This design comes from an exercise in tuning for small area, a short achievable clock period and few clock cycles per item on the open sky130 flow, not from production work.
Function not checked in this run: the RTL went through the layout flow alone.
No activity file was given, so power comes from the tool's default toggle rates.

<file path="design.v">
package rs_pkg;
	localparam int DEPTH  = 64;                  
	localparam int CFG_W  = 7;                   
	localparam int RND_W  = 31;                  
	localparam int FAST_W = 9;
	localparam int STEPS0 = 1;                   
	localparam int R4     = 1;                   
	localparam int R2     = 0;                   
	localparam int BPS    = 2 * R4 + R2;         
	localparam int NSTAGE = (RND_W - STEPS0 + BPS - 1) / BPS;
endpackage
module rs_modu #(
	parameter int W      = 9,
	parameter int STEPS0 = 1,
	parameter int R4     = 1,
	parameter int R2     = 0,
	parameter int NSTAGE = 15
) (
	input  logic          clk,
	input  logic          arst_n,
	input  logic          in_valid,
	input  logic [30:0]   in_rnd,
	input  logic [W-1:0]  in_n,
	input  logic [31:0]   in_item,
	output logic          out_valid,
	output logic [W-1:0]  out_rem,
	output logic [31:0]   out_item,
	output logic          busy
);
	localparam int BPS = 2 * R4 + R2;
	localparam int NS  = NSTAGE;
	function automatic logic [W+1:0] sub1(input logic [W:0] a, input logic [W:0] b);
		logic [W:0] g;
		logic [W:0] p;
		logic [W:0] gn;
		logic [W:0] pn;
		g = ~a & b;
		p = ~a | b;
		for (int s = 1; s <= W; s = s * 2) begin
			gn = g;
			pn = p;
			for (int i = s; i <= W; i++) begin
				gn[i] = g[i] | (p[i] & g[i-s]);
				pn[i] = p[i] & p[i-s];
			end
			g = gn;
			p = pn;
		end
		sub1 = {g[W], a ^ b ^ {g[W-1:0], 1'b0}};
	endfunction
	function automatic logic [W+2:0] sub2(input logic [W+1:0] a, input logic [W+1:0] b);
		logic [W+1:0] g;
		logic [W+1:0] p;
		logic [W+1:0] gn;
		logic [W+1:0] pn;
		g = ~a & b;
		p = ~a | b;
		for (int s = 1; s <= W + 1; s = s * 2) begin
			gn = g;
			pn = p;
			for (int i = s; i <= W + 1; i++) begin
				gn[i] = g[i] | (p[i] & g[i-s]);
				pn[i] = p[i] & p[i-s];
			end
			g = gn;
			p = pn;
		end
		sub2 = {g[W+1], a ^ b ^ {g[W:0], 1'b0}};
	endfunction
	function automatic logic [W-1:0] step2(input logic [W-1:0] x, input logic b,
			input logic [W-1:0] n);
		logic [W:0]   t;
		logic [W+1:0] d;
		t = {x, b};
		d = sub1(t, {1'b0, n});
		step2 = d[W+1] ? t[W-1:0] : d[W-1:0];
	endfunction
	function automatic logic [W-1:0] step4(input logic [W-1:0] x, input logic [1:0] b,
			input logic [W-1:0] n, input logic [W+1:0] n3);
		logic [W+1:0] u;
		logic [W+2:0] d1;
		logic [W+2:0] d2;
		logic [W+2:0] d3;
		u  = {x, b};
		d1 = sub2(u, {2'b0, n});
		d2 = sub2(u, {1'b0, n, 1'b0});
		d3 = sub2(u, n3);
		if (!d3[W+2]) begin
			step4 = d3[W-1:0];
		end else if (!d2[W+2]) begin
			step4 = d2[W-1:0];
		end else if (!d1[W+2]) begin
			step4 = d1[W-1:0];
		end else begin
			step4 = u[W-1:0];
		end
	endfunction
	function automatic logic [W-1:0] trim(input logic [W-1:0] x, input int t);
		trim = (t < W) ? (x & W'((1 << t) - 1)) : x;
	endfunction
	logic [NS:0]           v;
	logic [NS:0][W-1:0]    rem;
	logic [NS:0][30:0]     rnd;
	logic [NS:0][W-1:0]    dvs;
	logic [NS:0][W+1:0]    dvs3;
	logic [NS:0][31:0]     item;
	always_comb begin
		logic [W-1:0] x;
		x = '0;
		for (int i = 0; i < STEPS0; i++) begin
			x = trim(step2(x, in_rnd[30 - i], in_n), i + 1);
		end
		v[0]    = in_valid;
		rem[0]  = x;
		rnd[0]  = in_rnd;
		dvs[0]  = in_n;
		dvs3[0] = {2'b0, in_n} + {1'b0, in_n, 1'b0};
		item[0] = in_item;
	end
	for (genvar s = 0; s < NS; s++) begin : g_stage
		logic [W-1:0] nxt;
		always_comb begin
			logic [W-1:0] x;
			int           t;
			x = rem[s];
			t = STEPS0 + s * BPS;
			for (int i = 0; i < R4; i++) begin
				if (t + 2 <= 31) begin
					x = trim(step4(x, rnd[s][30 - t -: 2], dvs[s], dvs3[s]), t + 2);
					t = t + 2;
				end else if (t + 1 <= 31) begin
					x = trim(step2(x, rnd[s][30 - t], dvs[s]), t + 1);
					t = t + 1;
				end
			end
			for (int i = 0; i < R2; i++) begin
				if (t + 1 <= 31) begin
					x = trim(step2(x, rnd[s][30 - t], dvs[s]), t + 1);
					t = t + 1;
				end
			end
			nxt = x;
		end
		always_ff @(posedge clk or negedge arst_n) begin
			if (!arst_n) begin
				v[s+1] <= 1'b0;
			end else begin
				v[s+1] <= v[s];
			end
		end
		always_ff @(posedge clk) begin
			rem[s+1]  <= nxt;
			rnd[s+1]  <= rnd[s];
			dvs[s+1]  <= dvs[s];
			dvs3[s+1] <= dvs3[s];
			item[s+1] <= item[s];
		end
	end
	assign out_valid = v[NS];
	assign out_rem   = rem[NS];
	assign out_item  = item[NS];
	assign busy      = |v[NS:1];
endmodule
module rs_slow (
	input  logic        clk,
	input  logic        arst_n,
	input  logic        start,
	input  logic [30:0] dividend,
	input  logic [31:0] divisor,
	input  logic [6:0]  k,
	output logic        busy,
	output logic        done,
	output logic        hit,
	output logic [5:0]  slot
);
	function automatic logic [17:0] sub17(input logic [16:0] a, input logic [16:0] b,
			input logic c);
		logic [16:0] g;
		logic [16:0] p;
		logic [16:0] gn;
		logic [16:0] pn;
		logic [16:0] bi;
		g = ~a & b;
		p = ~a | b;
		for (int s = 1; s <= 16; s = s * 2) begin
			gn = g;
			pn = p;
			for (int i = s; i <= 16; i++) begin
				gn[i] = g[i] | (p[i] & g[i-s]);
				pn[i] = p[i] & p[i-s];
			end
			g = gn;
			p = pn;
		end
		bi[0] = c;
		for (int i = 1; i <= 16; i++) begin
			bi[i] = g[i-1] | (p[i-1] & c);
		end
		sub17 = {g[16] | (p[16] & c), a ^ b ^ bi};
	endfunction
	logic        run_q;
	logic        ph_q;
	logic        fin_q;
	logic        done_q;
	logic        hit_q;
	logic [4:0]  idx_q;
	logic        b_q;
	logic [31:0] rem_q;
	logic [16:0] dlo_q;
	logic        blo_q;
	logic [17:0] lo;
	logic [17:0] hi;
	always_comb begin
		lo = sub17({rem_q[15:0], b_q}, divisor[16:0], 1'b0);
		hi = sub17({1'b0, rem_q[31:16]}, {2'b0, divisor[31:17]}, blo_q);
	end
	always_ff @(posedge clk or negedge arst_n) begin
		if (!arst_n) begin
			run_q  <= 1'b0;
			ph_q   <= 1'b0;
			fin_q  <= 1'b0;
			done_q <= 1'b0;
			idx_q  <= 5'd0;
		end else begin
			fin_q  <= run_q && ph_q && (idx_q == 5'd0);
			done_q <= fin_q;
			if (start) begin
				run_q <= 1'b1;
				ph_q  <= 1'b0;
				idx_q <= 5'd30;
			end else if (run_q) begin
				ph_q <= !ph_q;
				if (ph_q) begin
					idx_q <= idx_q - 1'b1;
					if (idx_q == 5'd0) begin
						run_q <= 1'b0;
					end
				end
			end
		end
	end
	always_ff @(posedge clk) begin
		if (start) begin
			rem_q <= '0;
			b_q   <= dividend[30];
		end else if (run_q) begin
			if (!ph_q) begin
				dlo_q <= lo[16:0];
				blo_q <= lo[17];
			end else begin
				rem_q <= hi[17] ? {rem_q[30:0], b_q} : {hi[14:0], dlo_q};
				b_q   <= (idx_q == 5'd0) ? 1'b0 : dividend[5'(idx_q - 5'd1)];
			end
		end
		if (fin_q) begin
			hit_q <= (rem_q[31:7] == '0) && (rem_q[6:0] < k);
		end
	end
	assign busy = run_q || fin_q || done_q;
	assign done = done_q;
	assign hit  = hit_q;
	assign slot = rem_q[5:0];
endmodule
module rs_ctrl
(
	input  logic        clk,
	input  logic        arst_n,
	input  logic        s_tvalid,
	output logic        s_tready,
	input  logic [63:0] s_tdata,
	input  logic        s_tuser,
	output logic        m_tvalid,
	input  logic        m_tready,
	output logic [31:0] m_tdata,
	output logic        m_tlast,
	input  logic        cfg_valid,
	output logic        cfg_ready,
	input  logic [6:0]  cfg_data
);
	localparam int W  = rs_pkg::FAST_W;
	localparam int NS = rs_pkg::NSTAGE;
	logic [6:0] k_q;
	always_ff @(posedge clk or negedge arst_n) begin
		if (!arst_n) begin
			k_q <= 7'd1;
		end else if (cfg_valid) begin
			if (cfg_data == 7'd0) begin
				k_q <= 7'd1;
			end else if (cfg_data > 7'd64) begin
				k_q <= 7'd64;
			end else begin
				k_q <= cfg_data;
			end
		end
	end
	assign cfg_ready = 1'b1;
	logic        rdy_q;
	logic        acc;
	logic        acc_push;
	logic        acc_fin;
	logic [31:0] cnt_q;
	logic        below_k;
	logic        fast;
	logic        slow_zone;
	logic [6:0]  m_now;
	assign s_tready = rdy_q;
	assign acc      = s_tvalid && rdy_q;
	assign acc_push = acc && !s_tuser;
	assign acc_fin  = acc && s_tuser;
	always_comb begin
		below_k   = (cnt_q[31:7] == '0) && (cnt_q[6:0] < k_q);
		fast      = cnt_q < 32'((64'd1 << W) - 1);
		slow_zone = cnt_q >= 32'((64'd1 << W) - 2);
		m_now     = below_k ? cnt_q[6:0] : k_q;
	end
	always_ff @(posedge clk or negedge arst_n) begin
		if (!arst_n) begin
			cnt_q <= '0;
		end else if (acc_fin) begin
			cnt_q <= '0;
		end else if (acc_push && !(&cnt_q)) begin
			cnt_q <= cnt_q + 1'b1;
		end
	end
	logic        e_fill;
	logic        e_pipe;
	logic        e_slow;
	logic [5:0]  e_slot;
	logic [31:0] e_item;
	logic [30:0] e_rnd;
	always_ff @(posedge clk or negedge arst_n) begin
		if (!arst_n) begin
			e_fill <= 1'b0;
			e_pipe <= 1'b0;
			e_slow <= 1'b0;
		end else begin
			e_fill <= acc_push && below_k;
			e_pipe <= acc_push && !below_k && fast;
			e_slow <= acc_push && !below_k && !fast;
		end
	end
	always_ff @(posedge clk) begin
		if (rdy_q) begin
			e_slot <= cnt_q[5:0];
			e_item <= s_tdata[31:0];
			e_rnd  <= s_tdata[62:32];
		end
	end
	logic          p_v;
	logic [W-1:0]  p_rem;
	logic [31:0]   p_item;
	logic [NS:1]   p_vall;
	logic          p_busy;
	rs_modu #(
		.W      (W),
		.STEPS0 (rs_pkg::STEPS0),
		.R4     (rs_pkg::R4),
		.R2     (rs_pkg::R2),
		.NSTAGE (NS)
	) u_modu (
		.clk       (clk),
		.arst_n    (arst_n),
		.in_valid  (e_pipe),
		.in_rnd    (e_rnd),
		.in_n      (cnt_q[W-1:0]),
		.in_item   (e_item),
		.out_valid (p_v),
		.out_rem   (p_rem),
		.out_item  (p_item),
		.busy      (p_busy)
	);
	logic        sl_busy;
	logic        sl_done;
	logic        sl_hit;
	logic [5:0]  sl_slot;
	rs_slow u_slow (
		.clk       (clk),
		.arst_n    (arst_n),
		.start     (e_slow),
		.dividend  (e_rnd),
		.divisor   (cnt_q),
		.k         (k_q),
		.busy      (sl_busy),
		.done      (sl_done),
		.hit       (sl_hit),
		.slot      (sl_slot)
	);
	logic        fin_pend;
	logic [6:0]  m_pend;
	logic [$clog2(NS+1)-1:0] drain_q;
	logic        p_hit;
	logic [63:0] we;
	logic [31:0] wdata;
	logic [63:0] rsel_q;
	logic [31:0] rdata;
	assign p_hit = p_v && (p_rem < W'(k_q));
	always_comb begin
		for (int i = 0; i < 64; i++) begin
			we[i] = (e_fill && (e_slot == 6'(i)))
				|| (p_hit && (p_rem[5:0] == 6'(i)))
				|| (sl_done && sl_hit && (sl_slot == 6'(i)));
		end
		wdata = p_v ? p_item : e_item;
	end
	rs_dpath u_dpath (
		.clk   (clk),
		.we    (we),
		.wdata (wdata),
		.rsel  (rsel_q),
		.rdata (rdata)
	);
	logic        dump_q;
	logic        primed_q;
	logic [6:0]  m_q;
	logic [6:0]  ptr_q;
	logic        ov_q;
	logic [31:0] od_q;
	logic        ol_q;
	logic        rd;
	logic        rd_last;
	assign rd      = dump_q && (primed_q || (drain_q == '0)) && (!ov_q || m_tready);
	assign rd_last = (ptr_q + 7'd1) == m_q;
	always_ff @(posedge clk or negedge arst_n) begin
		if (!arst_n) begin
			fin_pend <= 1'b0;
			m_pend   <= '0;
			drain_q  <= '0;
			dump_q   <= 1'b0;
			primed_q <= 1'b0;
			m_q      <= '0;
			ptr_q    <= '0;
			rsel_q   <= '0;
			ov_q     <= 1'b0;
		end else begin
			if (acc_fin) begin
				fin_pend <= 1'b1;
				m_pend   <= m_now;
				drain_q  <= NS;
			end else if (drain_q != '0) begin
				drain_q <= drain_q - 1'b1;
			end
			if (fin_pend && !dump_q) begin
				fin_pend <= 1'b0;
				dump_q   <= (m_pend != '0);
				primed_q <= 1'b0;
				m_q      <= m_pend;
				ptr_q    <= '0;
				rsel_q   <= 64'd1;
			end else if (rd) begin
				primed_q <= 1'b1;
				ptr_q    <= ptr_q + 1'b1;
				rsel_q   <= {rsel_q[62:0], 1'b0};
				if (rd_last) begin
					dump_q <= 1'b0;
				end
			end
			if (rd) begin
				ov_q <= 1'b1;
			end else if (m_tready) begin
				ov_q <= 1'b0;
			end
		end
	end
	always_ff @(posedge clk) begin
		if (rd) begin
			od_q <= rdata;
			ol_q <= rd_last;
		end
	end
	assign m_tvalid = ov_q;
	assign m_tdata  = od_q;
	assign m_tlast  = ol_q;
	logic push_safe;
	logic rdy_d;
	assign push_safe = ((cnt_q[31:6] == '0) && ({1'b0, cnt_q[5:0]} + 7'd2 <= ptr_q))
		|| (k_q <= ptr_q);
	always_comb begin
		rdy_d = 1'b1;
		if (acc_fin || fin_pend) rdy_d = 1'b0;
		if (dump_q && !push_safe && !(rd && rd_last)) rdy_d = 1'b0;
		if (dump_q && cfg_valid) rdy_d = 1'b0;
		if (slow_zone && (acc || e_fill || e_pipe || e_slow || p_busy || sl_busy)) rdy_d = 1'b0;
	end
	always_ff @(posedge clk or negedge arst_n) begin
		if (!arst_n) begin
			rdy_q <= 1'b1;
		end else begin
			rdy_q <= rdy_d;
		end
	end
endmodule
module rs_dpath
(
	input  logic        clk,
	input  logic [63:0] we,
	input  logic [31:0] wdata,
	input  logic [63:0] rsel,
	output logic [31:0] rdata
);
	logic [31:0] slot_q [64];
	for (genvar i = 0; i < 64; i++) begin : g_slot
		always_ff @(posedge clk) begin
			if (we[i]) begin
				slot_q[i] <= wdata;
			end
		end
	end
	always_comb begin
		rdata = '0;
		for (int i = 0; i < 64; i++) begin
			rdata = rdata | (slot_q[i] & {32{rsel[i]}});
		end
	end
endmodule
module reservoir_sampler_core
(
	input  logic             clk,
	input  logic             arst_n,
	input  logic             s_tvalid,
	output logic             s_tready,
	input  logic [63:0]      s_tdata,     
	input  logic             s_tuser,     
	output logic             m_tvalid,
	input  logic             m_tready,
	output logic [31:0]      m_tdata,     
	output logic             m_tlast,
	input  logic             cfg_valid,
	output logic             cfg_ready,
	input  logic [rs_pkg::CFG_W-1:0] cfg_data
);
	rs_ctrl u_ctrl (
		.clk       (clk),
		.arst_n    (arst_n),
		.s_tvalid  (s_tvalid),
		.s_tready  (s_tready),
		.s_tdata   (s_tdata),
		.s_tuser   (s_tuser),
		.m_tvalid  (m_tvalid),
		.m_tready  (m_tready),
		.m_tdata   (m_tdata),
		.m_tlast   (m_tlast),
		.cfg_valid (cfg_valid),
		.cfg_ready (cfg_ready),
		.cfg_data  (cfg_data)
	);
endmodule
</file>
<file path="config.mk">
export PLATFORM = sky130hd
export DESIGN_NAME = reservoir_sampler_core
export DESIGN_NICKNAME = reservoir_sampler_core
export VERILOG_FILES = /design/flow/design.v
export SDC_FILE = /design/flow/constraint.sdc
export NUM_CORES = 4
export LEC_CHECK = 0
export CAP_MARGIN = 20
export CORE_MARGIN = 2
export CORE_UTILIZATION = 45
export PLACE_DENSITY = 0.6
export SETUP_SLACK_MARGIN = 4.8
export SLEW_MARGIN = 20
</file>
<file path="constraint.sdc">
create_clock -name core_clock -period 8.0 [get_ports {clk}]
set_input_delay 1.6000 -clock core_clock [delete_from_list [all_inputs] [get_ports {clk}]]
set_output_delay 1.6000 -clock core_clock [all_outputs]
set_load 0.01 [all_outputs]
</file>
<file path="run.sh">
#!/bin/bash
# synth_recipe.tcl (not shown) runs the flow's synth.tcl, then flattens the netlist and writes it again
# the make line also repeats each setting of config.mk as NAME=value (left out here)
make -C /OpenROAD-flow-scripts/flow DESIGN_CONFIG=/design/flow/config.mk WORK_HOME=/design/flow/orfs CLKGATE_MAP_FILE= SYNTH_SCRIPT=/design/flow/synth_recipe.tcl finish
</file>
==> results.cfg <==
[yosys]
synthFlopType = edfxtp_1
synth_fp_nets = 10100
synthArstFlopShare_pct = 4.65
synth_seq_cells = 3441
syn_inst = 9212
yosysWarnings = 5
synth.distinct_cells = 89
syn_area_sq_um = 133000
synth_common_cells = edfxtp_1, dfxtp_1, ha_1, inv_1, a221oi_1
syn_area_per_cell_sq_um = 14.5
synth_area_leader_cell = edfxtp_1
yosys-top-cells-area = edfxtp_1, dfxtp_1, ha_1, a221oi_1, a22o_1
yosysMostFrequentCell = edfxtp_1
synth_top_cell_area_share_pct = 48.8
synth_edf_count = 2170
ys_seq_area_share_pct = 68.5

[clock_tree]
cts_buffers = 353
cts.clk_slew.worst_paths_ns = 0.06
cts_max_level = 5
cts_root_buf = clkbuf_16
cts.sinks = 3441
cts_hold_buffers = 0
cts_tree = built
clock_latency_ns = 0.99
clockBufferDepth = 4

[placement]
dp_hpwl_um = 247000
port_buffers = 110
dp.cells = 13100
gp_congestion = 0.874
placed_area_sq_um = 141000

[critical_path]
max_stage_delay_ns = 0.70
cp-start-kind = register
crit_fanout = 2
critPathArrivalTime_ns = 1.73
path_buf_inv = 1
cpLargestDelayFamily = flip-flops
crit_path_cell_trace = buf_8
required_ns = 6.40
worst_setup_path_end_kind = primary output
reg2reg_slack_ns = 4.81
critPathKind = reg2out
crit_slowest_cell = dfstp_4

[route]
drc = 0
via_per_inst = 6.20
first_pass_iters = 7
ant_nets = 0
vias = 85400
wl_um = 451000
drtIter0Drc = 14400
wl_per_cell_um = 32.7

[sta]
layout_min_cycle_time_ns = 3.33
setup-violations-final = 0
maxSlewViolCount = 0
relSlewSlack_pct = 17.0
hold_violations = 0
fin_crit_sh_pct = 41.6
clock_skew_ns = 0.113
fmax_mhz = 300
fin_setup_tns_ns = 0
tightest_slew_ns = 1.24
rsz0062_at_grt = true

[run]
cap_violations = 0

[global_route]
antenna_found_initial = 22
grt_util_all_layers_pct = 29.3
grt_max_degree = 72
grt_pass1_wl_um = 622000
grt_pass1_vias = 81400
gr-total-overflow = 0

[cells_and_area]
syn2layout_area_growth_pct = 15.5
fin_cells = 13800
layout.nets = 10400
drive_gt1_share_pct = 11.5
design_area_sq_um = 154000

[floorplanning]
fp.dieH_um = 548
initial_core_util_pct = 45.3
die_area_sq_um = 301000
rows = 199
die_x_um = 548
core_region_area_sq_um = 295000
ioPinCount = 113

[power_and_ir_drop]
power.density_nw_per_um2 = 338
ir_drop_mv = 0.194
leakagePower_nw = 55.6
power_mw = 52.1

[worst_hold_path]
hold_path.class = reg2reg

[status]
status = complete, no violations
## layer usage
layer / up-vias / part of all wire (%) / track usage [%]
met5: - / 0.017 / 0
met1: 42600 / 38 / 40.6
met3: 1215 / 14 / 7.15
met4: 10 / 5.2 / 12.5
met2: 6249 / 43 / 43.7
li1: 35300 / - / -
## where the power goes
part           switching [mW]  internal, mW
Combinational            7.56          4.89
Clock                    7.10          9.60
Sequential               1.79          21.2
## state kept, by name (all words and copies together), names as in the netlist, 15 cells and up
register               count
u_ctrl.u_dpath.slot_q   2048
u_ctrl.u_modu.item       480
u_ctrl.u_modu.rnd        210
u_ctrl.u_modu.dvs3       143
u_ctrl.u_modu.dvs        123
u_ctrl.u_modu.rem        123
u_ctrl.rsel_q             64
u_ctrl.cnt_q              32
u_ctrl.e_item             32
u_ctrl.od_q               32
u_ctrl.u_slow.rem_q       32
u_ctrl.e_rnd              31
u_ctrl.u_slow.dlo_q       17
u_ctrl.u_modu.v           15
## what timing repair did
action,4_1_cts,5_1_grt
resized for setup,340,82
endpoints found under the setup margin,2090,1352
setup buffers,49,20
gates cloned,1,2
pin swaps,27,16
## cells by family after synthesis
| group | share of synthesized area, % |
|---|---|
| AO/OA/AOI/OAI | 11.3 |
| multiplexers | 2.11 |
| flip-flops | 68.5 |
| adder cells (fa/ha/maj) | 8.03 |
| other | 0.00281 |
| buffers and inverters | 2.93 |
| AND/OR/NAND/NOR | 4.85 |
| XOR/XNOR | 2.23 |
## cell usage in the layout (no fill, tap or decap), drive strengths merged, types with 48 or more instances in the layout
cell type	instances
a21oi	324
mux2	51
inv	691
a221oi	538
nand2b	60
dfxtp	1111
buf	272
or4	48
clkinv	126
xnor2	209
nor3	50
dfrtp	158
o21ai	162
clkdlybuf4s50	74
clkbuf	472
ha	763
mux2i	206
nor2b	52
edfxtp	2170
xor2	131
o21bai	91
nand2	309
nor2	471
a22o	513
nand3	48
nand4	156
## path summary, 6_finish.rpt
path	from	endpoint	cells past startpoint
min in group asynchronous	arst_n	u_ctrl.rsel_q[11]	1
setup / recovery	u_ctrl.rdy_q	s_tready	1
hold / removal	u_ctrl.u_modu.item[414]	u_ctrl.u_modu.item[446]	0
max in group asynchronous	arst_n	u_ctrl.rsel_q[41]	2
hold reg to reg	u_ctrl.u_modu.item[414]	u_ctrl.u_modu.item[446]	0
setup reg to reg	u_ctrl.u_slow.rem_q[2]	u_ctrl.u_dpath.slot_q[17][10]	4
## cell type report
class / count / area [sq um]
flip-flops and latches: 3441 / 91600
repair buffers: 360 / 3650
well taps: 3919 / 4900
fillers: 24100 / 140000
inverters: 670 / 2520
clock buffers: 469 / 9760
diodes: 10 / 25.0
clock inverters: 185 / 2050
multi-input cells: 4736 / 39600
## through the flow
step / util, % / hold slack, ns / setup WS (ns)
2_1_floorplan: - / 0.310 / 4.12
3_3_place_gp: 47.7 / 0.310 / 3.56
3_5_place_dp: 47.7 / 0.312 / 3.52
4_1_cts: 52.1 / 0.252 / 4.60
5_1_grt: 52.3 / 0.264 / 4.63
6_report: 52.3 / 0.257 / 4.67

[port drivers added, routing unchanged]
In the flow no input, the clock included, has a driving cell. The finished layout below was timed again as built, in two steps.
Step 1 sets driving cells, clkbuf_16 on the clock port and buf_2 on the other inputs (assumed; they add their load-dependent delay and slew).
Step 2 times the ports against the registers' clock, not the clock port: input delays grow and output delays shrink by t, the midpoint of the rising clock arrivals with the driver on.
Slacks: ideal ports / drivers / drivers and shift; pairs: ideal ports / drivers.
t (ns): 1.051
setup WS [ns]: 4.670 / 4.554 / 3.927
worst hold slack (ns): 0.257 / 0.257 / 0.257
worst data-port slew with drivers (ns): 0.06
After both steps this run still meets setup and hold. For this run, drivers alone change the setup slack by -0.116 ns; drivers and shift together by -0.743 ns.
